Context: an optimization exercise on an open-source flow, tuned for small area, a short achievable clock period and few clock cycles per item. The choices shown serve that exercise and are no tape-out recipe.
At most, simulation tests tie the RTL to the original design; equivalence was not proved.
The RTL of run 1 was laid out without a check of its function.
Power figures rest on the tool's default switching activity, not on a simulated workload.

## flow/run.sh

```bash
#!/bin/bash
# synth_recipe.tcl (not shown) runs the flow's synth.tcl, then flattens the netlist and writes it again
# the make line also repeats each setting of config.mk as NAME=value (left out here)
make -C /OpenROAD-flow-scripts/flow DESIGN_CONFIG=/design/flow/config.mk WORK_HOME=/design/flow/orfs CLKGATE_MAP_FILE= SYNTH_SCRIPT=/design/flow/synth_recipe.tcl finish
```

## flow/config.mk

```make
export PLATFORM = sky130hd
export DESIGN_NAME = xoroshiro_range_generator_top
export DESIGN_NICKNAME = xoroshiro_range_generator_top
export VERILOG_FILES = /design/flow/design.v
export SDC_FILE = /design/flow/constraint.sdc
export NUM_CORES = 4
export LEC_CHECK = 0
export CAP_MARGIN = 20
export CORE_MARGIN = 2
export CORE_UTILIZATION = 50
export SETUP_SLACK_MARGIN = 1.7
export SLEW_MARGIN = 20
```

## flow/design.v

```verilog
package xrg_pkg;
  localparam int unsigned WORD_W = 64;
  localparam logic [WORD_W-1:0] ALL_ONES = '1;
  localparam int unsigned ROT_A   = 55;
  localparam int unsigned SHIFT_B = 14;
  localparam int unsigned ROT_C   = 36;
  localparam logic [WORD_W-1:0] SEED0_RESET = WORD_W'(1);
  localparam logic [WORD_W-1:0] SEED1_RESET = WORD_W'(0);
  localparam int unsigned CFG_IDX_W = 1;
  localparam logic [CFG_IDX_W-1:0] CFG_SEED0 = 1'b0;
  localparam logic [CFG_IDX_W-1:0] CFG_SEED1 = 1'b1;
  localparam logic [1:0] REQ_RAW  = 2'd0;
  localparam logic [1:0] REQ_UPTO = 2'd1;
  localparam logic [1:0] REQ_SPAN = 2'd2;
  localparam int unsigned QDEPTH  = 2;
  localparam int unsigned QPTR_W  = (QDEPTH > 1) ? $clog2(QDEPTH) : 1;
  localparam int unsigned QCNT_W  = $clog2(QDEPTH + 1);
  localparam int unsigned DIV_STEPS = WORD_W;
  localparam int unsigned DCNT_W    = $clog2(DIV_STEPS);
  typedef enum logic {
    OP_PASS = 1'b0,
    OP_MOD  = 1'b1
  } xrg_op_t;
  typedef struct packed {
    logic [1:0]        req_type;
    logic [WORD_W-1:0] bound_low;
    logic [WORD_W-1:0] bound_high;
  } xrg_req_t;
  typedef struct packed {
    logic [WORD_W-1:0] value;
    logic              range_error;
  } xrg_rsp_t;
  typedef struct packed {
    xrg_op_t           op;
    logic [WORD_W-1:0] operand;
    logic [WORD_W-1:0] bound;
    logic [WORD_W-1:0] offset;
    logic              err;
  } xrg_job_t;
  localparam int unsigned JOB_W = 1 + 3 * WORD_W + 1;
  function automatic logic [WORD_W-1:0] rotl(input logic [WORD_W-1:0] v,
                                             input int unsigned amt);
    rotl = (v << amt) | (v >> (WORD_W - amt));
  endfunction
endpackage
import xrg_pkg::*;
module xrg_front
(
  input  logic                          clk,
  input  logic                          rst,
  input  logic                          adv,
  input  logic                          cfg_valid,
  input  logic [xrg_pkg::CFG_IDX_W-1:0] cfg_index,
  input  logic [xrg_pkg::WORD_W-1:0]    cfg_data,
  output logic [xrg_pkg::WORD_W-1:0]    raw
);
  logic [WORD_W-1:0] gen0;
  logic [WORD_W-1:0] gen1;
  logic [WORD_W-1:0] mix;
  logic [WORD_W-1:0] gen0_next;
  logic [WORD_W-1:0] gen1_next;
  logic raw_co;
  xrg_add #(.W(WORD_W)) u_raw (.a(gen0), .b(gen1), .ci(1'b0), .s(raw), .co(raw_co));
  assign mix       = gen0 ^ gen1;
  assign gen0_next = ((gen0 << ROT_A) | (gen0 >> (WORD_W-ROT_A))) ^ mix ^ (mix << SHIFT_B);
  assign gen1_next = ((mix << ROT_C) | (mix >> (WORD_W-ROT_C)));
  always_ff @(posedge clk) begin
    if (rst) begin
      gen0 <= SEED0_RESET;
      gen1 <= SEED1_RESET;
    end else begin
      if (cfg_valid && cfg_index == CFG_SEED0) gen0 <= cfg_data;
      else if (adv)                            gen0 <= gen0_next;
      if (cfg_valid && cfg_index == CFG_SEED1) gen1 <= cfg_data;
      else if (adv)                            gen1 <= gen1_next;
    end
  end
endmodule
module xrg_add #(
  parameter int W = 64
) (
  input  logic [W-1:0] a,
  input  logic [W-1:0] b,
  input  logic         ci,
  output logic [W-1:0] s,
  output logic         co
);
  localparam int L = $clog2(W);
  logic [W-1:0] p;
  logic [W-1:0] g;
  logic [W-1:0] gp;
  logic [W-1:0] pp;
  always_comb begin
    p = a ^ b;
    g = a & b;
    gp = g;
    pp = p;
    gp[0] = g[0] | (p[0] & ci);
    for (int l = 0; l < L; l++) begin
      for (int j = 0; j < W; j++) begin
        if (((j + 1) % (2 << l)) == 0) begin
          gp[j] = gp[j] | (pp[j] & gp[j - (1 << l)]);
          pp[j] = pp[j] & pp[j - (1 << l)];
        end
      end
    end
    for (int l = L - 2; l >= 0; l--) begin
      for (int j = 0; j < W; j++) begin
        if ((((j + 1) % (2 << l)) == (1 << l)) && (j >= (2 << l))) begin
          gp[j] = gp[j] | (pp[j] & gp[j - (1 << l)]);
          pp[j] = pp[j] & pp[j - (1 << l)];
        end
      end
    end
    s  = p ^ {gp[W-2:0], ci};
    co = gp[W-1];
  end
endmodule
import xrg_pkg::*;
module xrg_back
(
  input  logic                       clk,
  input  logic                       rst,
  input  logic                       req_valid,
  output logic                       req_stall,
  input  xrg_pkg::xrg_req_t          req,
  input  logic                       cfg_valid,
  input  logic [xrg_pkg::WORD_W-1:0] raw,
  output logic                       adv,
  output logic                       rsp_valid,
  input  logic                       rsp_stall,
  output xrg_pkg::xrg_rsp_t          rsp
);
  logic       st_a;       
  logic       st_div;     
  logic       st_fin;     
  logic [4:0] cnt;        
  logic [1:0] kind;
  logic       hi_ones;
  logic       span_lt;
  logic       pend;       
  logic       err;
  logic [63:0] r;
  logic [63:0] b1;
  logic [63:0] rawq;      
  logic [63:0] nlo;       
  logic take;
  logic out_free;
  assign take     = req_valid && !req_stall;
  assign out_free = !rsp_valid || !rsp_stall;
  assign rsp      = {r, err};
  logic        take_span;
  logic [63:0] diff;
  logic        diff_co;
  assign take_span = (req.req_type == REQ_SPAN);
  xrg_add #(.W(64)) u_diff (
    .a (req.bound_high), .b (~req.bound_low & {64{take_span}}), .ci (take_span),
    .s (diff), .co (diff_co)
  );
  logic [63:0] s1;
  logic [63:0] s2;
  logic [63:0] s3;
  logic        k1;
  logic        k2;
  logic        k3;
  logic        c1;
  logic        c2;
  logic        c3;
  logic [63:0] r_div;
  logic [66:0] t3x;
  logic [66:0] t3y;
  logic [66:0] t3z;
  logic [66:0] t3s;
  logic [66:0] t3c;
  logic [66:0] t3;
  logic        t3_co;
  xrg_add #(.W(64)) u_s1 (.a (r), .b (~b1),                 .ci (1'b0), .s (s1), .co (k1));
  xrg_add #(.W(64)) u_s2 (.a (r), .b (~{b1[62:0], 1'b1}),   .ci (1'b0), .s (s2), .co (k2));
  assign t3x = {3'b000, r};
  assign t3y = {3'b111, ~b1};
  assign t3z = {2'b11, ~b1, 1'b0};
  assign t3s = t3x ^ t3y ^ t3z;
  assign t3c = {(t3x[65:0] & t3y[65:0]) | (t3x[65:0] & t3z[65:0]) | (t3y[65:0] & t3z[65:0]), 1'b0};
  xrg_add #(.W(67)) u_s3 (.a (t3s), .b (t3c), .ci (1'b0), .s (t3), .co (t3_co));
  assign s3 = t3[63:0];
  assign c1 = k1;
  assign c2 = k2 && !b1[63];
  assign c3 = !t3[66];
  always_comb begin
    if (c3)      r_div = s3;
    else if (c2) r_div = s2;
    else if (c1) r_div = s1;
    else         r_div = r;
  end
  logic [31:0] pv;        
  logic [4:0]  k;
  logic [63:0] bn;
  always_comb begin
    for (int i = 0; i < 32; i++) begin
      pv[31 - i] = b1[63 - 2*i] | b1[62 - 2*i];
    end
  end
  logic [15:0] z2;
  logic [15:0] n2;
  logic [7:0]  z4;
  logic [15:0] n4;
  logic [3:0]  z8;
  logic [11:0] n8;
  logic [1:0]  z16;
  logic [7:0]  n16;
  always_comb begin
    for (int g = 0; g < 16; g++) begin
      z2[g] = !(pv[2*g+1] || pv[2*g]);
      n2[g] = !pv[2*g+1];
    end
    for (int g = 0; g < 8; g++) begin
      z4[g] = z2[2*g+1] && z2[2*g];
      n4[2*g +: 2] = z2[2*g+1] ? {1'b1, n2[2*g]} : {1'b0, n2[2*g+1]};
    end
    for (int g = 0; g < 4; g++) begin
      z8[g] = z4[2*g+1] && z4[2*g];
      n8[3*g +: 3] = z4[2*g+1] ? {1'b1, n4[2*(2*g) +: 2]} : {1'b0, n4[2*(2*g+1) +: 2]};
    end
    for (int g = 0; g < 2; g++) begin
      z16[g] = z8[2*g+1] && z8[2*g];
      n16[4*g +: 4] = z8[2*g+1] ? {1'b1, n8[3*(2*g) +: 3]} : {1'b0, n8[3*(2*g+1) +: 3]};
    end
    k = z16[1] ? {1'b1, n16[3:0]} : {1'b0, n16[7:4]};
  end
  logic b_zero;
  assign b_zero = z16[1] && z16[0];
  logic [63:0] sh1;
  logic [63:0] sh2;
  logic [63:0] sh3;
  logic [63:0] sh4;
  assign sh1 = k[4] ? {b1[31:0],  {32{1'b1}}} : b1;
  assign sh2 = k[3] ? {sh1[47:0], {16{1'b1}}} : sh1;
  assign sh3 = k[2] ? {sh2[55:0], {8{1'b1}}}  : sh2;
  assign sh4 = k[1] ? {sh3[59:0], {4{1'b1}}}  : sh3;
  assign bn  = k[0] ? {sh4[61:0], {2{1'b1}}}  : sh4;
  logic is_raw;
  logic is_upto;
  logic is_span;
  logic a_go;             
  logic a_div;            
  logic a_fin;            
  logic a_done;           
  logic a_zero;           
  logic div_last;
  assign is_raw   = (kind == REQ_RAW);
  assign is_upto  = (kind == REQ_UPTO);
  assign is_span  = (kind == REQ_SPAN);
  assign a_go     = st_a && out_free;
  assign a_div    = (is_upto && !hi_ones && !b_zero) ||
                    (is_span && !span_lt && !hi_ones && !b_zero);
  assign a_fin    = is_span && !span_lt && !hi_ones && b_zero;
  assign a_done   = !a_div && !a_fin;
  assign a_zero   = (kind == 2'd3) || (is_upto && !hi_ones && b_zero) ||
                    (is_span && (span_lt || (!hi_ones && b_zero)));
  assign div_last = (cnt == 5'd0);
  always_comb begin
    adv = 1'b0;
    if (st_a && pend) begin
      case (kind)
        REQ_RAW:  adv = 1'b1;
        REQ_UPTO: adv = hi_ones || !b_zero;
        REQ_SPAN: adv = !span_lt && (hi_ones || !b_zero);
        default:  adv = 1'b0;
      endcase
    end
  end
  logic       n_a;
  logic       n_div;
  logic       n_fin;
  logic [4:0] n_cnt;
  logic [1:0] n_kind;
  always_comb begin
    n_a   = st_a && !out_free;
    n_div = 1'b0;
    n_fin = 1'b0;
    n_cnt = cnt;
    if (a_go) begin
      n_div = a_div;
      n_fin = a_fin;
      n_cnt = k;
    end
    if (st_div) begin
      n_cnt = cnt - 5'd1;
      if (!div_last)    n_div = 1'b1;
      else if (is_span) n_fin = 1'b1;
    end
    if (take) begin
      n_a = 1'b1;
    end
    n_kind = take ? req.req_type : kind;
  end
  always_ff @(posedge clk) begin
    if (rst) begin
      st_a      <= 1'b0;
      st_div    <= 1'b0;
      st_fin    <= 1'b0;
      rsp_valid <= 1'b0;
      req_stall <= 1'b0;
    end else begin
      st_a   <= n_a;
      st_div <= n_div;
      st_fin <= n_fin;
      req_stall <= n_a || (n_div && !(n_cnt == 5'd0 && n_kind != REQ_SPAN));
      if ((a_go && a_done) || (st_div && div_last && !is_span) || st_fin) begin
        rsp_valid <= 1'b1;
      end else if (!rsp_stall) begin
        rsp_valid <= 1'b0;
      end
    end
  end
  always_ff @(posedge clk) begin
    cnt <= n_cnt;
    if (st_a) pend <= 1'b0;
    if (st_div) begin
      r <= r_div;
    end else if (st_fin) begin
      r <= s1;
    end else if (a_go) begin
      r   <= a_zero ? 64'd0 : rawq;
      err <= is_span && span_lt;
    end
    if (take) begin
      b1 <= diff;
    end else if (a_go) begin
      b1 <= a_fin ? nlo : bn;
    end else if (st_div) begin
      b1 <= div_last ? nlo : {2'b00, b1[63:2]};
    end
    if (take) begin
      rawq     <= raw;
      nlo      <= ~req.bound_low;
      kind     <= req.req_type;
      hi_ones  <= (req.bound_high == ALL_ONES);
      span_lt  <= !diff_co;
      pend     <= !cfg_valid;
    end
  end
endmodule
import xrg_pkg::*;
module xoroshiro_range_generator_top
(
  input  logic                 clk,
  input  logic                 rst,
  input  logic                 req_valid,
  output logic                 req_stall,
  input  xrg_pkg::xrg_req_t             req,
  output logic                 rsp_valid,
  input  logic                 rsp_stall,
  output xrg_pkg::xrg_rsp_t             rsp,
  input  logic                 cfg_valid,
  output logic                 cfg_ready,
  input  logic [xrg_pkg::CFG_IDX_W-1:0] cfg_index,
  input  logic [xrg_pkg::WORD_W-1:0]    cfg_data
);
  logic                      adv;
  logic [xrg_pkg::WORD_W-1:0] raw;
  assign cfg_ready = 1'b1;
  xrg_front u_front (
    .clk       (clk),
    .rst       (rst),
    .adv       (adv),
    .cfg_valid (cfg_valid),
    .cfg_index (cfg_index),
    .cfg_data  (cfg_data),
    .raw       (raw)
  );
  xrg_back u_back (
    .clk       (clk),
    .rst       (rst),
    .req_valid (req_valid),
    .req_stall (req_stall),
    .req       (req),
    .cfg_valid (cfg_valid),
    .raw       (raw),
    .adv       (adv),
    .rsp_valid (rsp_valid),
    .rsp_stall (rsp_stall),
    .rsp       (rsp)
  );
endmodule
```

## flow/constraint.sdc

```tcl
create_clock -name core_clock -period 6.0 [get_ports {clk}]
set_input_delay 1.2000 -clock core_clock [delete_from_list [all_inputs] [get_ports {clk}]]
set_output_delay 1.2000 -clock core_clock [all_outputs]
set_load 0.01 [all_outputs]
```

==> impl.org, run 1 <==
** Job
- Max-cap violations :: 0

** Global route
- Congestion Overflow GR :: 0
- The first global-routing pass estimated 228.1 mm of wire.
- GRT Resource Usage Total :: 0.3998
- Entering global routing, the biggest net connects 149 pins.
- The number of global-route vias before repair came to 33,719.
- The initial antenna violation count is 4.

** Logic synthesis
- After synthesis the netlist holds a flip-flop and latch count of 400.
- Main flop type after synthesis :: sky130_fd_sc_hd__edfxtp_1
- Unique masters post-synth :: 92
- Yosys synthesis warning count :: 5
- After synthesis the cells add up to 37,310 µm².
- Of all flip-flops after synthesis, the portion carrying an async set or reset was 0.
- Each instance of the synthesized netlist takes up on average 9.031 µm².
- In this run, synthesis inferred 260 flip-flops with an integrated enable.
- The share of the Yosys chip area taken by registers is 0.2843.
- Synthesis produced a netlist with a net count of between 4,000 and 5,000.
- Counting every instance in the synthesized netlist gives 4,132.

** Floorplanning
- Core Area :: 74,200 µm²
- In this run the vertical extent of the chip is about 280 µm.
- The die covers slightly below 80,000 µm².
- Measured along the x axis, the die boundary spans 277.2 µm.
- Starting density of the core :: 0.5029
- After floorplanning, the core was divided into 100 placement rows.
- For this design the top-level I/O count stands at 268.

** Pwr
- Ratio of total power to cell area :: 434.8 nW/µm²
- The analysis attributes to cell leakage a power of 19.60 nW.
- Peak supply drop :: 0.2618 mV

** Final layout
- Once layout is complete, the utilization of the core stands at 0.6277.
- # fillers :: 6,434
- The finished layout holds 5,499 standard cells, fillers aside.
- Compared with the post-synthesis result, the final layout area differs by 24.81%.
- Ratio of cells with drive above 1 in the final layout :: 0.1682
- For this run, the post-layout net count is 5,226.
- Leading cell type in the layout, fill and taps excluded :: sky130_fd_sc_hd__nand2_1
- Most used cells in the layout excluding fill and tap cells :: sky130_fd_sc_hd__nand2_1 (448), sky130_fd_sc_hd__nor2_1 (422), sky130_fd_sc_hd__a21oi_1 (321)
- Cell area after layout :: 46,570 µm²

** Worst setup path
- Data arrival time of the worst path :: 5.37 ns
- Kind of capture point of the worst setup path :: register
- For the worst setup path, the data required time is 6.35 ns.
- Maximum fanout along the worst path :: 4
- Critical path startpoint category :: input pin
- In this run the register-to-register setup slack is 1.34 ns.
- Crit path kind :: in2reg

** Placement
- Summing all placed instances gives a cell area of 41,570 µm².
- Post-placement worst setup slack :: -0.2102 ns
- Placed wire-length estimate :: 117.2 mm
- IO Port Bufs :: 266
- After detailed placement, the design holds a cell count of 5,254.
- The congestion estimate from routability-driven global placement came to between 1 and 1.5.

** Timing
- After layout, the worst setup slack is 0.9801 ns.
- Timing would allow up to 199.2 MHz.
- In the finished design, the share of the clock period the worst path needs comes to 0.8367.
- In this run the tightest slew margin relative to its limit is 0.2368.
- Final slew viol count :: 0
- Minimum period implied by the final worst setup slack :: roughly 5 ns
- Clock skew after layout :: about 0.04 ns
- Setup violations remaining at the end of the flow were counted as 0.
- Worst-Margin Slew :: 1.145 ns
- Setup repair after global routing missed its margin :: true
- The total count of hold-check failures in the final report came to 0.

** Route
- In the routed design, unresolved DRC markers number 0.
- The first detailed-routing pass ran for 9 iterations.
- Across all layers, the routed design uses 35,679 vias.
- Detailed Route Iter0 Violations :: 4,831
- Wires add up to 158.4 mm.
- Vias per cell :: 6.488
- Routed len/inst :: 28.81 µm
- Routed Antenna Nets :: 0

** Outcome
- The run finished with no timing, DRC or antenna violations.

** Clock network
- Number of sinks on the clock net :: 400
- The tree is rooted in a sky130_fd_sc_hd__clkbuf_16.
- Worst-skew pair later-pin latency :: about 0.65 ns
- For this design, the CTS-stage hold fixing added 0 buffers.
- Clock-pin slew was measured on the worst setup and hold paths at ~0.06 ns.
- The clock passes through at most 3 buffers.
- H-Tree Depth :: 2
- TritonCTS built the clock tree.
- Counting the buffers created by CTS gives 49.

** Hold path
- HP Class :: reg2reg
[metrics by stage]
stage	hold slack [ns]	power, mW	TNS [ns]
2_1_floorplan	0.4460	11.24	0
3_3_place_gp	0.4775	14.67	-0.8168
3_5_place_dp	0.4797	14.77	-1.346
4_1_cts	0.4902	19.24	0
5_1_grt	0.5043	21.39	0
6_report	0.4904	20.25	0
[flip-flops by register name, indices dropped and copies added, names as in the netlist, 2 cells and up]
signal and cells:
u_back.rawq 64, u_back.nlo 64, u_back.r 64, u_back.b1 64, u_front.gen0 64, u_back.cnt 5
u_back.kind 2, u_front.gen1 64
[layout make-up]
type,count,area (µm²),area share
antenna,1,2.502,0.00005373
timing repair buffer,557,5618,0.1206
multi-input combinational,3209,26350,0.5659
sequential,400,10620,0.2280
clock inverter,31,319.1,0.006851
inverter,272,1131,0.02429
clock buffer,60,1318,0.02829
tap,969,1212,0.02603
[timing repair]
action                     4_1_cts  5_1_grt
cloned                          17        6
gates resized for setup        259      141
setup buffers                   75       55
setup endpoints to repair      296      297
pin swaps                      117       87
[critical path, cell delays in order]
cell and delay [ns]:
sky130_fd_sc_hd__buf_6 0.07, sky130_fd_sc_hd__nand2b_4 0.15, sky130_fd_sc_hd__inv_4 0.05, sky130_fd_sc_hd__fa_2 0.35
sky130_fd_sc_hd__fa_2 0.35, sky130_fd_sc_hd__a21o_1 0.17, sky130_fd_sc_hd__a21o_2 0.20, sky130_fd_sc_hd__a31o_4 0.23
sky130_fd_sc_hd__a211oi_4 0.28, sky130_fd_sc_hd__o31ai_4 0.10, sky130_fd_sc_hd__a31o_4 0.30, sky130_fd_sc_hd__a31o_4 0.24
sky130_fd_sc_hd__a221o_2 0.41, sky130_fd_sc_hd__a211o_4 0.36, sky130_fd_sc_hd__a31o_4 0.24, sky130_fd_sc_hd__fa_2 0.35
sky130_fd_sc_hd__xor2_1 0.16, sky130_fd_sc_hd__nand2_1 0.09, sky130_fd_sc_hd__o31ai_2 0.07
[metal layers]
metal | vias to the layer above | part of all wire | track usage | wire length, µm
met5 | - | 0.00015 | 0 | 24
met4 | 4 | 0.050 | 0.1632 | 7950
met3 | 400 | 0.12 | 0.09373 | 19210
met2 | 2184 | 0.42 | 0.5830 | 66410
met1 | 17391 | 0.41 | 0.5696 | 64850
li1 | 15700 | - | - | -
[cells in the mapped netlist, types with 8 or more instances]
cell type / n / share of area
sky130_fd_sc_hd__nand2_1: 456 / 0.046
sky130_fd_sc_hd__nor2_1: 429 / 0.043
sky130_fd_sc_hd__a21oi_1: 344 / 0.046
sky130_fd_sc_hd__ha_1: 315 / 0.11
sky130_fd_sc_hd__inv_1: 272 / 0.027
sky130_fd_sc_hd__edfxtp_1: 260 / 0.21
sky130_fd_sc_hd__fa_1: 222 / 0.12
sky130_fd_sc_hd__xnor2_1: 194 / 0.046
sky130_fd_sc_hd__clkbuf_1: 192 / 0.019
sky130_fd_sc_hd__a21o_1: 156 / 0.031
sky130_fd_sc_hd__dfxtp_1: 140 / 0.075
sky130_fd_sc_hd__o21ai_0: 135 / 0.018
sky130_fd_sc_hd__a311oi_1: 114 / 0.027
sky130_fd_sc_hd__a221oi_1: 96 / 0.023
sky130_fd_sc_hd__xor2_1: 76 / 0.018
sky130_fd_sc_hd__nand4_1: 49 / 0.0082
sky130_fd_sc_hd__a22oi_1: 44 / 0.0089
sky130_fd_sc_hd__a211oi_1: 43 / 0.0087
sky130_fd_sc_hd__buf_2: 42 / 0.0056
sky130_fd_sc_hd__nor3_1: 36 / 0.0048
sky130_fd_sc_hd__mux2i_1: 34 / 0.0091
sky130_fd_sc_hd__nand2b_1: 31 / 0.0052
sky130_fd_sc_hd__o211ai_1: 31 / 0.0062
sky130_fd_sc_hd__a31oi_1: 28 / 0.0047
sky130_fd_sc_hd__nand3_1: 26 / 0.0035
sky130_fd_sc_hd__o22ai_1: 26 / 0.0044
sky130_fd_sc_hd__mux2_2: 24 / 0.0072
sky130_fd_sc_hd__a221o_1: 23 / 0.0062
sky130_fd_sc_hd__nor4_1: 19 / 0.0032
sky130_fd_sc_hd__and4_1: 18 / 0.0042
sky130_fd_sc_hd__o21bai_1: 18 / 0.0036
sky130_fd_sc_hd__o21a_1: 16 / 0.0032
sky130_fd_sc_hd__o22a_1: 15 / 0.0035
sky130_fd_sc_hd__a21o_2: 12 / 0.0028
sky130_fd_sc_hd__a31o_2: 12 / 0.0028
sky130_fd_sc_hd__and2_1: 12 / 0.0020
sky130_fd_sc_hd__or4_1: 12 / 0.0024
sky130_fd_sc_hd__buf_1: 10 / 0.0010
sky130_fd_sc_hd__nor2b_1: 10 / 0.0017
sky130_fd_sc_hd__o221ai_1: 9 / 0.0021
sky130_fd_sc_hd__a221oi_2: 8 / 0.0032
sky130_fd_sc_hd__a41oi_1: 8 / 0.0019
sky130_fd_sc_hd__and3_1: 8 / 0.0013
sky130_fd_sc_hd__o31ai_1: 8 / 0.0016
[cells by family (layout without fill, tap and decap cells)]
kind of cell	Yosys count	after routing	synth area share
flops	400	400	0.2843
simple gates	1133	1135	0.1313
other cells	1	2	0.0001005
mux	58	58	0.01636
buf+inv	525	920	0.05536
xor+xnor	270	270	0.06337
compound gates	1208	1208	0.2245
fa+ha+maj	537	537	0.2247
[worst paths after layout]
| check | start | end | cells past startpoint |
|---|---|---|---|
| worst min register to register | u_front.gen1[23] | u_front.gen1[23] | 2 |
| worst max register to register | u_back.b1[30] | u_back.r[55] | 17 |
| worst max-delay path | req[128] | u_back.b1[63] | 19 |
| worst min-delay path | u_front.gen1[23] | u_front.gen1[23] | 2 |
[power by group]
group / internal [mW] / switching, mW
Clock: 1.75 / 1.40
Sequential: 3.50 / 0.559
Combinational: 5.44 / 7.60
==> run 2: changes to the inputs <==
--- a/flow/design.v
+++ b/flow/design.v
@@ -141,21 +141,18 @@
   logic       pend;       
   logic       err;
   logic [63:0] r;
-  logic [63:0] b1;
+  logic [63:0] nb1;       
   logic [63:0] rawq;      
-  logic [63:0] nlo;       
+  logic [63:0] lo;        
   logic take;
   logic out_free;
   assign take     = req_valid && !req_stall;
   assign out_free = !rsp_valid || !rsp_stall;
   assign rsp      = {r, err};
-  logic        take_span;
-  logic [63:0] diff;
-  logic        diff_co;
-  assign take_span = (req.req_type == REQ_SPAN);
+  logic [63:0] ndiff;
+  logic        ndiff_co;
   xrg_add #(.W(64)) u_diff (
-    .a (req.bound_high), .b (~req.bound_low & {64{take_span}}), .ci (take_span),
-    .s (diff), .co (diff_co)
+    .a (req.bound_low), .b (~req.bound_high), .ci (1'b0), .s (ndiff), .co (ndiff_co)
   );
   logic [63:0] s1;
   logic [63:0] s2;
@@ -174,17 +171,17 @@
   logic [66:0] t3c;
   logic [66:0] t3;
   logic        t3_co;
-  xrg_add #(.W(64)) u_s1 (.a (r), .b (~b1),                 .ci (1'b0), .s (s1), .co (k1));
-  xrg_add #(.W(64)) u_s2 (.a (r), .b (~{b1[62:0], 1'b1}),   .ci (1'b0), .s (s2), .co (k2));
+  xrg_add #(.W(64)) u_s1 (.a (r), .b (nb1),                .ci (1'b0), .s (s1), .co (k1));
+  xrg_add #(.W(64)) u_s2 (.a (r), .b ({nb1[62:0], 1'b0}),  .ci (1'b0), .s (s2), .co (k2));
   assign t3x = {3'b000, r};
-  assign t3y = {3'b111, ~b1};
-  assign t3z = {2'b11, ~b1, 1'b0};
+  assign t3y = {3'b111, nb1};
+  assign t3z = {2'b11, nb1, 1'b0};
   assign t3s = t3x ^ t3y ^ t3z;
   assign t3c = {(t3x[65:0] & t3y[65:0]) | (t3x[65:0] & t3z[65:0]) | (t3y[65:0] & t3z[65:0]), 1'b0};
   xrg_add #(.W(67)) u_s3 (.a (t3s), .b (t3c), .ci (1'b0), .s (t3), .co (t3_co));
   assign s3 = t3[63:0];
   assign c1 = k1;
-  assign c2 = k2 && !b1[63];
+  assign c2 = k2 && nb1[63];
   assign c3 = !t3[66];
   always_comb begin
     if (c3)      r_div = s3;
@@ -194,10 +191,10 @@
   end
   logic [31:0] pv;        
   logic [4:0]  k;
-  logic [63:0] bn;
+  logic [63:0] bn;        
   always_comb begin
     for (int i = 0; i < 32; i++) begin
-      pv[31 - i] = b1[63 - 2*i] | b1[62 - 2*i];
+      pv[31 - i] = !(nb1[63 - 2*i] && nb1[62 - 2*i]);
     end
   end
   logic [15:0] z2;
@@ -233,11 +230,11 @@
   logic [63:0] sh2;
   logic [63:0] sh3;
   logic [63:0] sh4;
-  assign sh1 = k[4] ? {b1[31:0],  {32{1'b1}}} : b1;
-  assign sh2 = k[3] ? {sh1[47:0], {16{1'b1}}} : sh1;
-  assign sh3 = k[2] ? {sh2[55:0], {8{1'b1}}}  : sh2;
-  assign sh4 = k[1] ? {sh3[59:0], {4{1'b1}}}  : sh3;
-  assign bn  = k[0] ? {sh4[61:0], {2{1'b1}}}  : sh4;
+  assign sh1 = k[4] ? {nb1[31:0], 32'd0} : nb1;
+  assign sh2 = k[3] ? {sh1[47:0], 16'd0} : sh1;
+  assign sh3 = k[2] ? {sh2[55:0], 8'd0}  : sh2;
+  assign sh4 = k[1] ? {sh3[59:0], 4'd0}  : sh3;
+  assign bn  = k[0] ? {sh4[61:0], 2'd0}  : sh4;
   logic is_raw;
   logic is_upto;
   logic is_span;
@@ -325,18 +322,18 @@
       err <= is_span && span_lt;
     end
     if (take) begin
-      b1 <= diff;
+      nb1 <= (req.req_type == REQ_SPAN) ? ndiff : ~req.bound_high;
     end else if (a_go) begin
-      b1 <= a_fin ? nlo : bn;
+      nb1 <= a_fin ? lo : bn;
     end else if (st_div) begin
-      b1 <= div_last ? nlo : {2'b00, b1[63:2]};
+      nb1 <= div_last ? lo : {2'b11, nb1[63:2]};
     end
     if (take) begin
       rawq     <= raw;
-      nlo      <= ~req.bound_low;
+      lo       <= req.bound_low;
       kind     <= req.req_type;
       hi_ones  <= (req.bound_high == ALL_ONES);
-      span_lt  <= !diff_co;
+      span_lt  <= ndiff_co;
       pend     <= !cfg_valid;
     end
   end
--- a/flow/config.mk
+++ b/flow/config.mk
@@ -5,8 +5,8 @@
 export SDC_FILE = /design/flow/constraint.sdc
 export NUM_CORES = 4
 export LEC_CHECK = 0
-export CAP_MARGIN = 20
+export CAP_MARGIN = 5
 export CORE_MARGIN = 2
 export CORE_UTILIZATION = 50
-export SETUP_SLACK_MARGIN = 1.7
-export SLEW_MARGIN = 20
+export SETUP_SLACK_MARGIN = 1.5
+export SLEW_MARGIN = 5
==> run 2 against run 1 <==
Still clean. Worst hold slack got worse by 0.00069 ns. Utilization decreased by 2.2 points. Sequential power decreased by 2%. Largest power group unchanged. Highest routed layer is now met4.
==> impl.org, run 2 <==
** Floorplanning
- Starting density of the core :: 0.5021
- Die width :: 276.7 µm
- Pin placement for this block handled 268 I/O pins.
- The initialized floorplan defines 100 standard-cell rows.
- After floorplanning, the core was sized to cover about 74,000 µm².
- The die covers around 77,000 µm².
- The floorplan step set the die height to approximately 280 µm.

** Placement
- Post-placement worst setup slack :: 0.3839 ns
- IO Port Bufs :: 266
- Detailed placement ended at an HPWL of 101.6 mm.
- At the end of routability-driven placement, the weighted congestion stood at 0.9671.

** Logic synthesis
- Cell count after synthesis :: 3,947
- Unique masters post-synth :: 82
- Yosys synthesis warning count :: 5
- After synthesis, the most frequently instantiated cells are sky130_fd_sc_hd__nand2_1 (460), sky130_fd_sc_hd__ha_1 (316), sky130_fd_sc_hd__edfxtp_1 (260).
- After synthesis, the share of flip-flops with an asynchronous set or reset is 0.
- Per-instance average area after synthesis :: around 9.4 µm²
- Number of synthesized flops with an enable pin :: 260
- Fraction of the yosys area taken by sequential cells :: 0.2853
- Of the post-synthesis cell area, the dominant cell type holds 0.2099.
- The synthesized design contains 400 register bits.
- Total nets after synthesis :: approximately 4,700
- The synthesized design spends more area on one cell type than any other, namely sky130_fd_sc_hd__edfxtp_1.
- Top cells by area in the synthesized netlist :: sky130_fd_sc_hd__edfxtp_1 (21%), sky130_fd_sc_hd__fa_1 (12%), sky130_fd_sc_hd__ha_1 (11%)
- For this run, the leading register cell type out of synthesis is sky130_fd_sc_hd__edfxtp_1.
- In this run the cell area of the synthesized design comes to 37,190 µm².
- By instance count, the leading cell after synthesis is sky130_fd_sc_hd__nand2_1.

** Final layout
- From synthesis to final layout, the design area changed by 20.73%.
- Footprint of the flip-flops and latches :: 10,620 µm²
- Leaving out fill and tap cells, the most frequent cell in the layout is sky130_fd_sc_hd__nand2_1.
- # fillers :: 6,484
- The repair_antennas step left the layout with diodes totalling 0.
- Footprint of the multi-input gates :: between 20,000 and 30,000 µm²
- Leaving out fill and tap cells, the most frequent cells in the layout are sky130_fd_sc_hd__nand2_1 (450), sky130_fd_sc_hd__ha_1 (282), sky130_fd_sc_hd__edfxtp_1 (260).
- Final-stage net count :: 4,956
- Of the cells placed in the final design, the portion with a size suffix greater than 1 is 0.1241.

** Route
- Vias per cell :: 6.472
- Number of detailed-route iterations in the first pass :: 7
- Post-route DRC violation count :: 0
- Total wire length after detailed routing :: 139.1 mm
- Routed Antenna Nets :: 0
- Summing over every cut layer, the via total after detailed routing is 33,848.
- Routed len/inst :: 26.59 µm
- Detailed Route Iter0 Violations :: 3,835

** Clock network
- Clk pin slew, worst setup/hold paths :: roughly 0.06 ns
- Number of CTS-inserted buffers :: 50
- The tree built by TritonCTS fans out to 400 sinks.
- Post-cts hold buffer count :: 0
- H-Tree Depth :: 2
- Counting along the longest clock path gives a buffer depth of 3.
- Cell chosen for the clock root :: sky130_fd_sc_hd__clkbuf_16
- Worst-skew pair later-pin latency :: 0.64 ns
- CTS tree :: yes

** Timing
- Post-route setup slack :: 1.474 ns
- Count of final setup violators :: 0
- At the pin with the least slew margin, the transition time is approximately 1.1 ns.
- Setup repair after global routing missed its margin :: true
- Final-layout worst hold slack :: 0.4897 ns
- Minimum period implied by the final worst setup slack :: around 4.5 ns
- In the finished design, the share of the clock period the worst path needs comes to 0.7543.
- Measured against its own limit, the worst slew margin works out to 0.2363.
- Setup total negative slack on the finished layout was measured at 0 ns.
- Final slew viol count :: 0
- Based on the critical path, the design can be clocked at up to 221.0 MHz.
- Clock skew on the completed layout was measured at 0.03003 ns.
- The total count of hold-check failures in the final report was 0.

** Pwr
- In this run the power density over the cells is around 370 nW/µm².
- IR analysis of the VDD net gives a maximum drop of 0.2594 mV.
- The analysis attributes to cell leakage a power of ~19 nW.

** Worst setup path
- Critical path startpoint category :: register
- Crit path kind :: reg2reg
- Maximum fanout along the worst path :: 5
- STA classifies the critical path endpoint as a register.
- Bufs and invs on worst path :: 1
- The largest individual stage delay along the critical path comes from the cell sky130_fd_sc_hd__fa_1.
- Slowest Stage Delay on Critical Path :: 0.63 ns
- Data arrival time of the worst path :: 4.89 ns
- Traced cell by cell, the critical path runs through fa_1, ha_4, a21oi_4, o21ai_4, a221oi_4, o21ai_2, a221oi_4, a21oi_4, o21ai_4, buf_6, nand2_2, a21o_1, a21o_1, fa_2, xnor2_2, and3_4, a211oi_2.
- In this design, the largest share of critical-path delay is due to compound AO/OA/AOI/OAI gates.
- Data on the critical path is required at its endpoint by 6.36 ns.

** Global route
- Via count of the first global-routing pass :: roughly 32,000
- The total overflow left after global routing is 0.
- Entering global routing, the biggest net connects about 110 pins.
- Antenna violations before repair :: 3
- Across every metal layer, demand over resource in global routing totals 0.3498.
- Global-route wire length before repair :: 204.4 mm

** Job
- Max-cap violations in this run came to 0.

** Outcome
- Run status :: finished clean

** Hold path
- In this run the worst hold path is classified as reg2reg.
==> run 2: layer usage <==
layer | global-route usage | part of all wire
met1 | 0.5003 | 0.43
met3 | 0.04741 | 0.087
met4 | 0.1190 | 0.035
met2 | 0.5457 | 0.45
met5 | 0 | 0
==> run 2: report_power, final <==
part / internal [mW] / total, mW / switching, mW
logic: 4.07 / 9.37 / 5.29
clock network: 1.98 / 3.36 / 1.38
registers: 3.43 / 3.99 / 0.558
==> run 2: kinds of logic (layout without fill, tap and decap cells) <==
kind of cell	after synthesis	in the layout	share of synthesized area
xor gates and xnor gates	270	270	0.06359
DFF	400	400	0.2853
adders and majority gates	537	537	0.2253
AOI/OAI and AO/OA	1161	1161	0.2217
and+or+nand+nor	984	987	0.1192
other	1	1	0.0001008
muxes	130	130	0.03550
buffers and inverters	464	775	0.04929
==> run 2: final timing paths <==
path / from / end / slack (ns) / cells past startpoint
max: u_back.nb1[18] / u_back.r[55] / 1.47 / 17
min: u_front.gen1[11] / u_front.gen1[11] / 0.49 / 2
min reg2reg: u_front.gen1[11] / u_front.gen1[11] / 0.49 / 2
max reg2reg: u_back.nb1[18] / u_back.r[55] / 1.47 / 17
==> run 2: stage by stage <==
stage | instance area (µm²) | total power, mW | utilization | instances
floorplan | 37260 | 9.585 | - | 3947
global placement | 40940 | 12.16 | 0.5527 | 5016
detailed placement | 40940 | 12.22 | 0.5527 | 5016
CTS | 43790 | 16.04 | 0.5912 | 5183
global route | 44900 | 17.74 | 0.6061 | 5230
finish | 44900 | 16.72 | 0.6061 | 5230
==> run 2: what timing repair did <==
item,CTS,global route
setup endpoints to repair,308,229
resized for setup,115,177
gates cloned,0,3
endpoints found under the hold margin,0,0
setup buffers,73,44
pin swaps,33,79
==> run 2: area by class of cell <==
class                   instances  share of cell area
multi-input cells            3086              0.5798
clock inverters                31             0.01026
clock buffers                  63             0.03029
inverters                     206             0.01745
flip-flops and latches        400              0.2364
repair buffers                475             0.09871
well taps                     969             0.02701
==> run 2: worst min-delay path, cell delays in order (launching register included) <==
cell	delay, ns
sky130_fd_sc_hd__dfxtp_1	0.31
sky130_fd_sc_hd__nand2_1	0.05
sky130_fd_sc_hd__a311oi_1	0.07
Testbench counts of run 2, summed over its fixed seeds: cycles 25,157, items 1,600.
==> run 3: changes to the inputs <==
--- a/flow/config.mk
+++ b/flow/config.mk
@@ -5,8 +5,9 @@
 export SDC_FILE = /design/flow/constraint.sdc
 export NUM_CORES = 4
 export LEC_CHECK = 0
-export CAP_MARGIN = 5
+export CAP_MARGIN = 20
 export CORE_MARGIN = 2
 export CORE_UTILIZATION = 50
+export GPL_TIMING_DRIVEN = 0
 export SETUP_SLACK_MARGIN = 1.5
-export SLEW_MARGIN = 5
+export SLEW_MARGIN = 20
==> run 3 against run 2 <==
Fmax down 2.9%. Sequential share of layout area down 0.71 points. Clock power shrank 11%. Final area rose by 3.0%. Synthesized cell count did not move. Non-clock buffer count up 277. Utilization grew 1.8 points. Setup slack worse by 0.14 ns. Largest cell class unchanged. Largest power group unchanged.
==> impl.org, run 3 <==
** Route
- After detailed routing, the total wire length is 160.4 mm.
- The count of nets left with antenna violations once routing finished came out at 0.
- After detailed routing, the average wire length per cell comes to around 29 µm.
- After detailed routing, the number of remaining DRC violations is 0.
- Vias per cell :: 6.571
- For this block, the initial DRC count from the detailed router was between 4,000 and 5,000.
- The first detailed-routing pass ran for 6 iterations.
- The final route contains 36,135 vias.

** Final layout
- In the final layout, the share of cells above drive strength 1 is 0.1519.
- Most used cells in the layout excluding fill and tap cells :: sky130_fd_sc_hd__nand2_1 (452), sky130_fd_sc_hd__ha_1 (274), sky130_fd_sc_hd__edfxtp_1 (260)
- Leaving out fill and tap cells, the most frequent cell in the layout is sky130_fd_sc_hd__nand2_1.
- The finished layout holds 5,499 standard cells, fillers aside.
- The final layout contains 5,228 nets.
- From synthesis to final layout, the design area changed by 24.40%.
- Final cell utilization of the core :: 0.6246
- After routing the design area is 46,260 µm².
- # fillers :: 6,444
- The multi-input combinational cells in the finished layout cover a total of 26,270 µm².
- Footprint of the flip-flops and latches :: 10,610 µm²

** Logic synthesis
- Cell count after synthesis :: 3,947
- Counting flops with an async set or reset pin after synthesis yields a share of 0.
- The cell area that synthesis handed to floorplanning was between 30,000 and 40,000 µm².
- Yosys synthesis warning count :: 5
- In the synthesized netlist the dominant register cell turns out to be sky130_fd_sc_hd__edfxtp_1.
- For this run, the register share of the synthesized area comes to 0.2853.
- The largest total area in the synthesized netlist belongs to sky130_fd_sc_hd__edfxtp_1.
- Proportion of netlist area held by the largest area contributor :: 0.2099
- Top cell types by occurrence after synthesis :: sky130_fd_sc_hd__nand2_1 (460), sky130_fd_sc_hd__ha_1 (316), sky130_fd_sc_hd__edfxtp_1 (260)
- In this run, synthesis inferred 260 flip-flops with an integrated enable.
- Sorting the synthesized cells by area gives the leading types as sky130_fd_sc_hd__edfxtp_1 (21%), sky130_fd_sc_hd__fa_1 (12%), sky130_fd_sc_hd__ha_1 (11%).
- Counting distinct cell types in the post-synthesis netlist gives a little over 80.
- Per-instance average area after synthesis :: 9.422 µm²
- Total nets after synthesis :: about 4,700
- Post-synthesis register bit count :: 400
- Among all cell types in the netlist, the one instantiated most often is sky130_fd_sc_hd__nand2_1.

** Placement
- After detailed placement, the design holds a cell count of 5,186.
- Total placed instance area :: between 40,000 and 50,000 µm²
- In this run the tool buffered the top-level ports with between 200 and 300 buffer cells.
- Placed wire-length estimate :: between 100 and 150 mm
- Routability-driven placement finished with a final weighted congestion of 1.034.

** Worst setup path
- In this run the critical register-to-register path is captured at u_back.r[1].
- In this run the worst path has a maximum fanout of 7.
- Critical path startpoint category :: register
- At the worst endpoint, the arrival time is approximately 5 ns.
- Slack of the worst reg-to-reg path :: 1.34 ns
- Bufs and invs on worst path :: 10
- Start of the worst register-to-register path :: u_back.nb1[3]
- Slowest cell on the critical path :: sky130_fd_sc_hd__fa_1
- For the worst flop-to-flop path, the logic depth is 22.
- Kind of capture point of the worst setup path :: register
- The largest single stage delay on the critical path is 0.50 ns.
- Crit path cell chain :: buf_12, fa_1, ha_4, o211ai_1, buf_4, o21ai_4, a21oi_4, nor4_4, buf_4, o21ai_4, a21oi_4, o21ai_4, buf_6, o21ai_4, buf_12, nor2_4, clkbuf_16, buf_12, a21oi_4, clkbuf_16, buf_16, clkbuf_16
- The worst setup path is of the reg2reg kind.
- Largest delay share family, worst path :: buffers and inverters
- Dominant cell type by count on the critical path :: sky130_fd_sc_hd__o21ai_4
- Req. time, crit path :: 6.33 ns

** Global route
- Antenna violations before repair :: 4
- The number of global-route vias before repair was roughly 34,000.
- Global-route wire length before repair :: roughly 230 mm
- For met2 alone, demand over resource in global routing was 0.5841.
- Peak-usage layer in the global routing report :: met2
- Routing usage on met3 :: 0.09761
- GRT Resource Usage Total :: 0.4061
- Routing usage on met1 :: 0.5768
- Summed over all layers, the global routing overflow is 0.
- Largest net degree at the start of global routing :: 74

** Floorplanning
- Site row count :: 100
- For this configuration, the core starts out at a cell density of 0.5021.
- Die width :: 276.7 µm
- Die height :: 276.7 µm
- Num ports :: 268
- The die covers around 77,000 µm².
- Core Area :: 74,070 µm²

** Clock network
- After clock tree synthesis, the clock-pin slew on the worst setup and hold paths is around 0.06 ns.
- In this run the clock root is driven by a sky130_fd_sc_hd__clkbuf_16.
- Clock tree synthesis inserted a total of 48 buffers.
- The clock passes through at most 3 buffers.
- TritonCTS built the clock tree.
- Number of sinks on the clock net :: 400
- H-Tree Depth :: 2
- The later pin in the worst-skew pair is clocked with a latency of 0.65 ns.

** Timing
- The number of pins exceeding their max-slew limit in the final report was 0.
- Setup repair after global routing missed its margin :: true
- Final count of hold timing violations :: 0
- At the pin with the least slew margin, the transition time is 1.245 ns.
- Sum of negative setup slack :: 0 ns
- Clock skew after layout :: 0.04650 ns
- Max-slew headroom at the worst pin :: 0.1623
- Counting I/O delays and the setup requirement, the final critical path takes approximately 4.7 ns.
- For this run, the top clock speed supported by timing is between 200 and 250 MHz.
- In the finished design, the share of the clock period the worst path needs comes to 0.7771.
- Count of final setup violators :: 0

** Pwr
- Summing internal, switching and leakage power gives 17.02 mW.
- Power spread over the standard cell area amounts to 367.9 nW/µm².
- P_leak :: 19.38 nW
- The worst-case IR drop observed on VDD is about 0.29 mV.

** Hold path
- Origin of the worst min-delay path :: u_front.gen1[21]
- The min-delay analysis places its worst path in the category reg2reg.
- The worst hold path passes through 2 cells.
- Hold path endpoint :: u_front.gen1[21]

** Outcome
- Run status :: finished clean

** Job
- Max-cap violations in this run came to 0.
-- run 3: cell count changes in the layout (fill, tap and decap cells not counted), moves of 12 or more --
cell,delta
sky130_fd_sc_hd__buf_2,+40
sky130_fd_sc_hd__clkdlybuf4s50_1,-25
sky130_fd_sc_hd__buf_4,+21
sky130_fd_sc_hd__a211oi_2,+12
sky130_fd_sc_hd__clkbuf_1,+159
sky130_fd_sc_hd__clkbuf_2,+52
sky130_fd_sc_hd__a211oi_1,-13
-- run 3: tightest hold or removal path: stages, from the launching register on --
cell and delay, ns:
sky130_fd_sc_hd__dfxtp_1 0.31, sky130_fd_sc_hd__nand2_1 0.06, sky130_fd_sc_hd__a311oi_1 0.08
-- run 3: layout make-up --
class,instances,area share
Clock inverter,25,0.005112
Buffer,258,0.02667
Sequential cell,400,0.2293
Inverter,206,0.01677
Multi-Input combinational cell,3083,0.5679
Tap cell,969,0.02621
Antenna cell,1,0.00005409
Timing Repair Buffer,494,0.09936
Clock buffer,63,0.02861
-- run 3: report_power, final --
group / internal, mW / switching [mW]
logic: 4.32 / 5.74
clock network: 1.66 / 1.33
registers: 3.43 / 0.534
-- run 3: worst max path at each step --
| stage | startpoint | end | slack [ns] | depth (start not counted) |
|---|---|---|---|---|
| floorplan | u_back.nb1[20] | u_back.r[10] | 1.48 | 13 |
| global placement | u_back.nb1[20] | u_back.r[12] | -1.99 | 13 |
| detailed placement | u_back.nb1[20] | u_back.r[12] | -1.10 | 16 |
| CTS | u_back.nb1[16] | u_back.nb1[55] | 1.43 | 14 |
| global route | u_back.nb1[0] | u_back.r[63] | 1.27 | 18 |
| finish | u_back.nb1[3] | u_back.r[1] | 1.34 | 22 |
-- run 3: what timing repair did --
action,in CTS,in global routing
endpoints found under the setup margin,285,206
pin swaps,53,93
buffers inserted,137,82
gates resized for setup,261,285
hold buffers,0,0
hold endpoints to repair,0,0
gates cloned,2,2
-- run 3: per-layer routing --
| metal | wire, µm | up-vias |
|---|---|---|
| li1 | - | 15771 |
| met1 | 67080 | 17782 |
| met5 | 24 | - |
| met3 | 18140 | 389 |
| met2 | 66210 | 2189 |
| met4 | 8982 | 4 |
-- run 3: cells by family (layout without fill, tap and decap cells) --
logic type / after synthesis / count (layout) / share of synthesized area
other: 1 / 2 / 0.0001008
adder cells (fa/ha/maj): 537 / 537 / 0.2253
buffers and inverters: 464 / 1046 / 0.04929
XOR/XNOR: 270 / 270 / 0.06359
AO/OA/AOI/OAI: 1161 / 1161 / 0.2217
AND/OR/NAND/NOR: 984 / 984 / 0.1192
flip-flops: 400 / 400 / 0.2853
multiplexers: 130 / 130 / 0.03550
-- run 3: stage by stage --
step	hold slack, ns	setup WS [ns]
after CTS	0.4889	1.430
after detailed placement	0.4792	-1.101
after floorplan	0.4626	1.483
after global placement	0.4744	-1.993
after global routing	0.5023	1.272
final	0.4898	1.338
==> run 4: changes to the inputs <==
--- a/flow/config.mk
+++ b/flow/config.mk
@@ -8,6 +8,5 @@
 export CAP_MARGIN = 20
 export CORE_MARGIN = 2
 export CORE_UTILIZATION = 50
-export GPL_TIMING_DRIVEN = 0
 export SETUP_SLACK_MARGIN = 1.5
 export SLEW_MARGIN = 20
==> run 4 against run 3 <==
Setup slack gained 0.14 ns. Fmax grew 3.0%. Clock power grew 13%. Synthesized area is the same. Worst hold slack is essentially flat. Critical endpoint is now u_back.r[55]. Critical path depth shrank 5. Utilization shrank 1.8 points. Sequential cell count is the same. Still clean on timing, DRC and antenna.
==> impl.org, run 4 <==
** Timing
- Clock skew on the completed layout was measured at approximately 0.03 ns.
- In the finished design, the share of the clock period the worst path needs comes to 0.7543.
- Final slew viol count :: 0
- The smallest clock period supported by the final layout is computed as 4.526 ns.
- Count of final setup violators :: 0
- After routing, the total negative slack on setup checks comes to 0 ns.
- Timing would allow up to ~220 MHz.
- The tightest hold path in the finished design has a slack of 0.4897 ns.
- Final count of hold timing violations :: 0
- Setup repair after global routing missed its margin :: true
- Max-slew headroom at the worst pin :: 0.2363
- Worst-Margin Slew :: 1.135 ns

** Job
- The tool flagged a number of max-cap violations equal to 0.

** Logic synthesis
- Per-instance average area after synthesis :: approximately 9.4 µm²
- In the synthesized netlist the dominant register cell turns out to be sky130_fd_sc_hd__edfxtp_1.
- Yosys synthesis warning count :: 5
- Top cell types by occurrence after synthesis :: sky130_fd_sc_hd__nand2_1 (460), sky130_fd_sc_hd__ha_1 (316), sky130_fd_sc_hd__edfxtp_1 (260)
- Post-synthesis register bit count :: 400
- Fraction of the yosys area taken by sequential cells :: 0.2853
- Proportion of netlist area held by the largest area contributor :: 0.2099
- The number of nets in the synthesized netlist is 4,684.
- Synth async-reset ratio :: 0
- Cell count after synthesis :: 3,947
- By area the synthesized netlist is led by sky130_fd_sc_hd__edfxtp_1 (21%), sky130_fd_sc_hd__fa_1 (12%), sky130_fd_sc_hd__ha_1 (11%).
- Cell area after synthesis :: approximately 37,000 µm²
- Unique masters post-synth :: 82
- The biggest area contributor in the post-synthesis netlist is sky130_fd_sc_hd__edfxtp_1.
- Counting flops with a built-in enable in the synthesized netlist gives 260.
- Most frequent cell after synthesis :: sky130_fd_sc_hd__nand2_1

** Clock network
- Clock tree synthesis found a total of 400 sinks.
- H-Tree Depth :: 2
- Max Buffers Root-to-Sink :: 3
- Clock-pin slew was measured on the worst setup and hold paths at 0.06 ns.
- For the worst-skew pair, the clock arrives at the later sink with an insertion delay of between 0.6 and 0.7 ns.
- TritonCTS built the clock tree.
- Number of CTS-inserted buffers :: 50
- In this run the clock root is driven by a sky130_fd_sc_hd__clkbuf_16.

** Worst setup path
- The slowest stage of the critical path is the sky130_fd_sc_hd__fa_1 cell.
- Crit path kind :: reg2reg
- STA puts the critical path data arrival time at 4.89 ns.
- Slowest Stage Delay on Critical Path :: 0.63 ns
- Req. time, crit path :: 6.36 ns
- STA classifies the critical path startpoint as a register.
- In this run the worst path has a maximum fanout of 5.
- The critical path goes through fa_1, ha_4, a21oi_4, o21ai_4, a221oi_4, o21ai_2, a221oi_4, a21oi_4, o21ai_4, buf_6, nand2_2, a21o_1, a21o_1, fa_2, xnor2_2, and3_4, a211oi_2.
- Kind of capture point of the worst setup path :: register

** Outcome
- Run status :: finished clean

** Placement
- Placed cell count :: 5,016
- Final GP Congestion :: just under 1
- Placed wire-length estimate :: a little over 100 mm
- During placement, the flow inserted port buffers numbering 266.

** Floorplanning
- Site row count :: 100
- For this configuration, the core starts out at a cell density of 0.5021.
- Die width :: 276.7 µm
- Core Area :: around 74,000 µm²
- Num ports :: about 270
- Die Outline Area :: 76,570 µm²
- The die is approximately 280 µm tall.

** Final layout
- The repair_antennas step left the layout with diodes totalling 0.
- Most used cells in the layout excluding fill and tap cells :: sky130_fd_sc_hd__nand2_1 (450), sky130_fd_sc_hd__ha_1 (282), sky130_fd_sc_hd__edfxtp_1 (260)
- # fillers :: 6,484
- Final-stage net count :: 4,956
- Footprint of the multi-input gates :: 26,030 µm²
- The finished layout holds 5,230 standard cells, fillers aside.
- Leading cell type in the layout, fill and taps excluded :: sky130_fd_sc_hd__nand2_1
- Ratio of cells with drive above 1 in the final layout :: 0.1241
- Across the whole layout, storage elements account for ~11,000 µm².
- From synthesis to final layout, the design area changed by 20.73%.

** Global route
- Congestion Overflow GR :: 0
- GRT Resource Usage Total :: 0.3498
- The first global-routing pass estimated 204.4 mm of wire.
- The initial antenna violation count came to 3.
- Via count of the first global-routing pass :: 31,848
- Largest net degree at the start of global routing :: roughly 110

** Pwr
- Peak supply drop :: 0.2594 mV
- The analysis attributes to cell leakage a power of roughly 19 nW.
- Power spread over the standard cell area amounts to 372.4 nW/µm².

** Route
- After detailed routing, the number of vias per cell comes to 6.472.
- The final layout contains routed wiring with a total length of 139.1 mm.
- Number of detailed-route iterations in the first pass :: 7
- The count of nets left with antenna violations once routing finished came out at 0.
- Post-route DRC violation count :: 0
- The first routing iteration left 3,835 violations.
- The routed layout has 33,848 vias.
- Routed len/inst :: 26.59 µm

** Hold path
- In this run the worst hold path is classified as reg2reg.
==> run 4: changes by cell type in the layout (fill, tap and decap cells not counted), moves of 11 or more <==
cell                              delta
sky130_fd_sc_hd__clkbuf_1          -159
sky130_fd_sc_hd__inv_1              +11
sky130_fd_sc_hd__buf_4              -21
sky130_fd_sc_hd__buf_2              -40
sky130_fd_sc_hd__a211oi_2           -12
sky130_fd_sc_hd__clkbuf_2           -52
sky130_fd_sc_hd__inv_2              -11
sky130_fd_sc_hd__a211oi_1           +13
sky130_fd_sc_hd__clkdlybuf4s50_1    +25
==> run 4: what timing repair did <==
| action | 4_1_cts | 5_1_grt |
|---|---|---|
| buffers inserted | 73 | 44 |
| resized for setup | 115 | 177 |
| gates cloned | 0 | 3 |
| pin swaps | 33 | 79 |
| endpoints found under the setup margin | 308 | 229 |
| hold buffers | 0 | 0 |
==> run 4: per-stage QoR <==
| stage | worst slack (ns) | instance area (µm²) | total power, mW | utilization |
|---|---|---|---|---|
| 2_1_floorplan | 1.483 | 37260 | 9.585 | - |
| 3_3_place_gp | 0.4517 | 40940 | 12.16 | 0.5527 |
| 3_5_place_dp | 0.3839 | 40940 | 12.22 | 0.5527 |
| 4_1_cts | 1.444 | 43790 | 16.04 | 0.5912 |
| 5_1_grt | 1.349 | 44900 | 17.74 | 0.6061 |
| 6_report | 1.474 | 44900 | 16.72 | 0.6061 |
==> run 4: path summary, 6_finish.rpt <==
kind         depth (start not counted)              from  slack (ns)               end
max                                 17    u_back.nb1[18]        1.47      u_back.r[55]
min                                  2  u_front.gen1[11]        0.49  u_front.gen1[11]
max reg2reg                         17    u_back.nb1[18]        1.47      u_back.r[55]
min reg2reg                          2  u_front.gen1[11]        0.49  u_front.gen1[11]
==> run 4: worst max-delay path, delay by kind of cell (launching register included) <==
kind	cells	cell delay (ns)
xor+xnor	1	0.20
buf+inv	1	0.13
fa+ha+maj	3	1.24
compound gates	10	1.88
flops	1	0.52
simple gates	2	0.27
==> run 4: layout make-up <==
| cell class | instances | share of cell area |
|---|---|---|
| inverters | 206 | 0.01745 |
| well taps | 969 | 0.02701 |
| clock buffers | 63 | 0.03029 |
| clock inverters | 31 | 0.01026 |
| flip-flops and latches | 400 | 0.2364 |
| multi-input cells | 3086 | 0.5798 |
| repair buffers | 475 | 0.09871 |
==> run 4: kinds of logic after synthesis <==
logic type / count (synthesis) / synth area share
other cells: 1 / 0.0001008
compound gates: 1161 / 0.2217
xor+xnor: 270 / 0.06359
flops: 400 / 0.2853
fa+ha+maj: 537 / 0.2253
buf+inv: 464 / 0.04929
simple gates: 984 / 0.1192
mux: 130 / 0.03550
==> run 4: per-layer routing <==
layer | up-vias | share of wire | global-route usage
li1 | 15214 | - | -
met1 | 16677 | 0.43 | 0.5003
met2 | 1687 | 0.45 | 0.5457
met3 | 270 | 0.087 | 0.04741
met4 | 0 | 0.035 | 0.1190
met5 | - | 0 | 0
==> run 4: power breakdown <==
part           switching (mW)  internal (mW)  total, mW
combinational            5.29           4.07       9.37
clock                    1.38           1.98       3.36
sequential              0.558           3.43       3.99
total                    7.23           9.49       16.7
==> run 5: changes to the inputs <==
--- a/flow/config.mk
+++ b/flow/config.mk
@@ -8,5 +8,5 @@
 export CAP_MARGIN = 20
 export CORE_MARGIN = 2
 export CORE_UTILIZATION = 50
-export SETUP_SLACK_MARGIN = 1.5
+export SETUP_SLACK_MARGIN = 1.25
 export SLEW_MARGIN = 20
==> run 5 against run 4 <==
Global-route usage shrank 0.42 points. Combinational power shrank 7.4%. Sequential power is essentially flat. Critical path depth shrank 1. Critical path type unchanged. Cell count shrank 0.71%. Power shrank 3.6%. Register-to-register slack lost 0.17 ns. Critical endpoint is now u_back.r[63]. Die area is the same.
==> impl.org, run 5 <==
** Final layout
- Most used cells in the layout excluding fill and tap cells :: sky130_fd_sc_hd__nand2_1 (456), sky130_fd_sc_hd__ha_1 (304), sky130_fd_sc_hd__edfxtp_1 (260)
- Final cell utilization of the core :: 0.5923
- After the last flow step, the layout net total stands at 4,919.
- With fillers left out, the area of the finished cells amounts to between 40,000 and 50,000 µm².
- Footprint of the multi-input gates :: 25,300 µm²
- After filler insertion, the fill cell instance count of the layout stands at 6,574.
- Leaving out fill and tap cells, the most frequent cell in the layout is sky130_fd_sc_hd__nand2_1.
- Post-layout instance count excluding filler cells :: 5,193
- Footprint of the flip-flops and latches :: 10,620 µm²
- Count of antenna diodes in the layout :: 0
- Layout area overhead :: 17.98%
- Ratio of cells with drive above 1 in the final layout :: 0.09115

** Logic synthesis
- Counting every instance in the synthesized netlist gives roughly 3,900.
- Top cells by area in the synthesized netlist :: sky130_fd_sc_hd__edfxtp_1 (21%), sky130_fd_sc_hd__fa_1 (12%), sky130_fd_sc_hd__ha_1 (11%)
- For this run, asynchronously set or reset flops after synthesis account for 0.
- Top cell types by occurrence after synthesis :: sky130_fd_sc_hd__nand2_1 (460), sky130_fd_sc_hd__ha_1 (316), sky130_fd_sc_hd__edfxtp_1 (260)
- Fraction of the yosys area taken by sequential cells :: 0.2853
- Per-instance average area after synthesis :: 9.422 µm²
- For this run, the leading register cell type out of synthesis is sky130_fd_sc_hd__edfxtp_1.
- sky130_fd_sc_hd__nand2_1 is the most common cell in the netlist.
- Synthesis inferred 400 register bits.
- Total nets after synthesis :: 4,684
- Library cell with the largest summed area after synthesis :: sky130_fd_sc_hd__edfxtp_1
- Cell area after synthesis :: 37,190 µm²
- The share of synthesized area in the top cell type comes to 0.2099.
- Yosys synthesis warning count :: 5
- Unique masters post-synth :: slightly above 80
- Number of synthesized flops with an enable pin :: 260

** Clock network
- Number of CTS-inserted buffers :: 51
- Cell chosen for the clock root :: sky130_fd_sc_hd__clkbuf_16
- Max Buffers Root-to-Sink :: 3
- TritonCTS built the clock tree.
- After clock tree synthesis, the clock-pin slew on the worst setup and hold paths is around 0.06 ns.
- The later pin in the worst-skew pair is clocked with a latency of 0.67 ns.
- Hold repair after CTS inserted 0 buffers.
- H-Tree Depth :: 2
- Number of sinks on the clock net :: 400

** Outcome
- Run status :: finished clean

** Timing
- Period utilization :: 0.7825
- Final-layout worst hold slack :: between 0.4 and 0.5 ns
- Clock skew on the completed layout was measured at 0.06058 ns.
- Count of final setup violators :: 0
- Setup repair after global routing could not meet its margin everywhere.
- The total count of hold-check failures in the final report was 0.
- For the pin with the worst max-slew slack, the measured transition is 1.162 ns.
- Summed over all failing endpoints, the final setup total negative slack is 0 ns.
- The worst path meets setup with 1.305 ns of slack.
- Minimum period implied by the final worst setup slack :: 4.695 ns
- Fmax :: 213.0 MHz
- In this run the tightest slew margin relative to its limit is 0.2253.
- Final slew viol count :: 0

** Worst setup path
- Along the worst path, the maximum fanout reaches 11.
- The worst register-to-register path has a depth of 16.
- The worst setup path is launched from a register.
- Data arrives at the worst endpoint at 5.15 ns.
- STA puts the critical path data required time at 6.46 ns.
- Crit path kind :: reg2reg
- The worst setup path is captured at a register.

** Pwr
- Overall power :: 16.12 mW
- P_leak :: 18.34 nW
- Ratio of total power to cell area :: around 370 nW/µm²
- Across the VDD grid, the largest voltage drop is 0.2843 mV.

** Global route
- Antenna violations before repair :: 1
- The first global-routing pass estimated 201.8 mm of wire.
- In the global route stage, overall resource usage came out at 0.3455.
- Global routing finished with a remaining overflow of 0.
- Largest net degree at the start of global routing :: 114
- The number of global-route vias before repair came to 31,644.

** Hold path
- Along the worst hold path, the cell count comes to 2.
- The min-delay analysis places its worst path in the category reg2reg.

** Placement
- Placed wire-length estimate :: 100.8 mm
- Final GP Congestion :: about 0.94
- IO Port Bufs :: 266
- Total placed instance area :: approximately 41,000 µm²
- Post-placement worst setup slack :: roughly 0.34 ns
- The number of placed instances, taps included, is roughly 5,000.

** Route
- Once detail routing completed, the nets flagged for antenna violations numbered 0.
- DR vias :: between 30,000 and 40,000
- The first detailed-routing pass ran for 6 iterations.
- Using the TritonRoute via totals, the vias-per-cell ratio works out to 6.387.
- In the final routed layout, each cell accounts on average for about 26 µm.
- After detailed routing, the total wire length is roughly 140 mm.
- Post-route DRC violation count :: 0
- The first routing iteration left 3,551 violations.

** Floorplanning
- 268 I/O pins were placed.
- The floorplan step defined a die boundary enclosing between 70,000 and 80,000 µm².
- The core region is 74,070 µm².
- Site row count :: 100
- Starting density of the core :: 0.5021
- The die is 276.7 µm wide.
- The floorplan step set the die height to roughly 280 µm.

** Job
- Max-cap violations :: 0
==> run 5: changes by cell type in the layout (fill, tap and decap cells not counted), sizes merged <==
cell / delta
and3: -1
buf: -34
bufinv: -3
clkbuf: +1
clkdlybuf4s15: -1
clkdlybuf4s50: +36
clkinvlp: +1
dlygate4sd2: -12
dlymetal6s2s: -21
inv: -1
nand3: -2
==> run 5: worst paths after layout <==
path / from / endpoint / slack, ns
worst min register to register: u_front.gen1[55] / u_front.gen1[55] / 0.49
worst max-delay path: u_back.nb1[8] / u_back.r[63] / 1.30
worst min-delay path: u_front.gen1[55] / u_front.gen1[55] / 0.49
worst max register to register: u_back.nb1[8] / u_back.r[63] / 1.30
==> run 5: cell families after synthesis <==
group | count (synthesis) | synth area share
adders and majority gates | 537 | 0.2253
muxes | 130 | 0.03550
buffers and inverters | 464 | 0.04929
other | 1 | 0.0001008
AOI/OAI and AO/OA | 1161 | 0.2217
xor gates and xnor gates | 270 | 0.06359
and+or+nand+nor | 984 | 0.1192
DFF | 400 | 0.2853
==> run 5: critical path, stage by stage, from the launching register on <==
cell and delay (ns):
sky130_fd_sc_hd__edfxtp_1 0.63, sky130_fd_sc_hd__buf_4 0.37, sky130_fd_sc_hd__ha_1 0.35, sky130_fd_sc_hd__a21oi_2 0.25, sky130_fd_sc_hd__o2111ai_4 0.19, sky130_fd_sc_hd__a211oi_2 0.31
sky130_fd_sc_hd__buf_4 0.19, sky130_fd_sc_hd__o211ai_1 0.09, sky130_fd_sc_hd__buf_4 0.20, sky130_fd_sc_hd__a22o_4 0.25, sky130_fd_sc_hd__or2_4 0.26, sky130_fd_sc_hd__a21o_1 0.20
sky130_fd_sc_hd__a221o_1 0.33, sky130_fd_sc_hd__fa_1 0.41, sky130_fd_sc_hd__xor2_1 0.16, sky130_fd_sc_hd__mux2i_1 0.09, sky130_fd_sc_hd__a211oi_1 0.25
==> run 5: final cells by class <==
cell class	count	area share
tap	969	0.02763
multi-input combinational	3083	0.5767
timing repair buffer	440	0.09317
sequential	400	0.2420
clock buffer	67	0.03425
inverter	206	0.01780
clock inverter	28	0.008527
==> run 5: where the power goes <==
group	internal (mW)	total [mW]	switching (mW)
Clock	2.01	3.42	1.41
Sequential	3.43	4.02	0.582
Combinational	3.75	8.68	4.94
==> run 5: repair_timing <==
action	in CTS	in global routing
pin swaps	3	29
resized for setup	28	65
endpoints found under the setup margin	137	136
setup buffers	25	51
==> run 5: per-layer routing <==
metal	vias to the layer above	wire [µm]	GRT usage
met5	-	0	0
met1	16295	57710	0.4873
met3	238	11480	0.05399
li1	15130	-	-
met4	0	4866	0.1171
met2	1506	61490	0.5423

[afterwards: timing with drivers on the ports]
In the flow no input, the clock included, has a driving cell. The finished layouts below were timed again as built, in two steps. Step 1 sets driving cells, clkbuf_16 on the clock port and buf_2 on the other inputs (assumed; they add their load-dependent delay and slew). Step 2 moves the port delays by t, midway between the first and last clock arrival at a register: inputs arrive t later, outputs are due t later. That takes back most of the time a late clock gives input paths. Slacks: ideal ports / drivers / drivers and shift; pairs: ideal ports / drivers.
run | shift t [ns] | setup slack, ns | worst setup path at the end | slew at the worst register clock pin (ns) | worst data-port slew with drivers (ns)
run 1 | 0.699 | 0.980 / 1.008 / 0.309 | input to register | 0.08 / 0.08 | 0.06
run 2 | 0.701 | 1.474 / 1.474 / 0.901 | input to register | 0.07 / 0.07 | 0.07
run 3 | 0.696 | 1.338 / 1.338 / 0.873 | input to register | 0.07 / 0.07 | 0.06
run 4 | 0.701 | 1.474 / 1.474 / 0.901 | input to register | 0.07 / 0.07 | 0.07
run 5 | 0.706 | 1.305 / 1.305 / 0.736 | input to register | 0.07 / 0.07 | 0.06
After both steps every run listed still meets setup and hold. For run 1, which loses most, drivers alone change the setup slack by +0.028 ns; drivers and shift together by -0.671 ns.
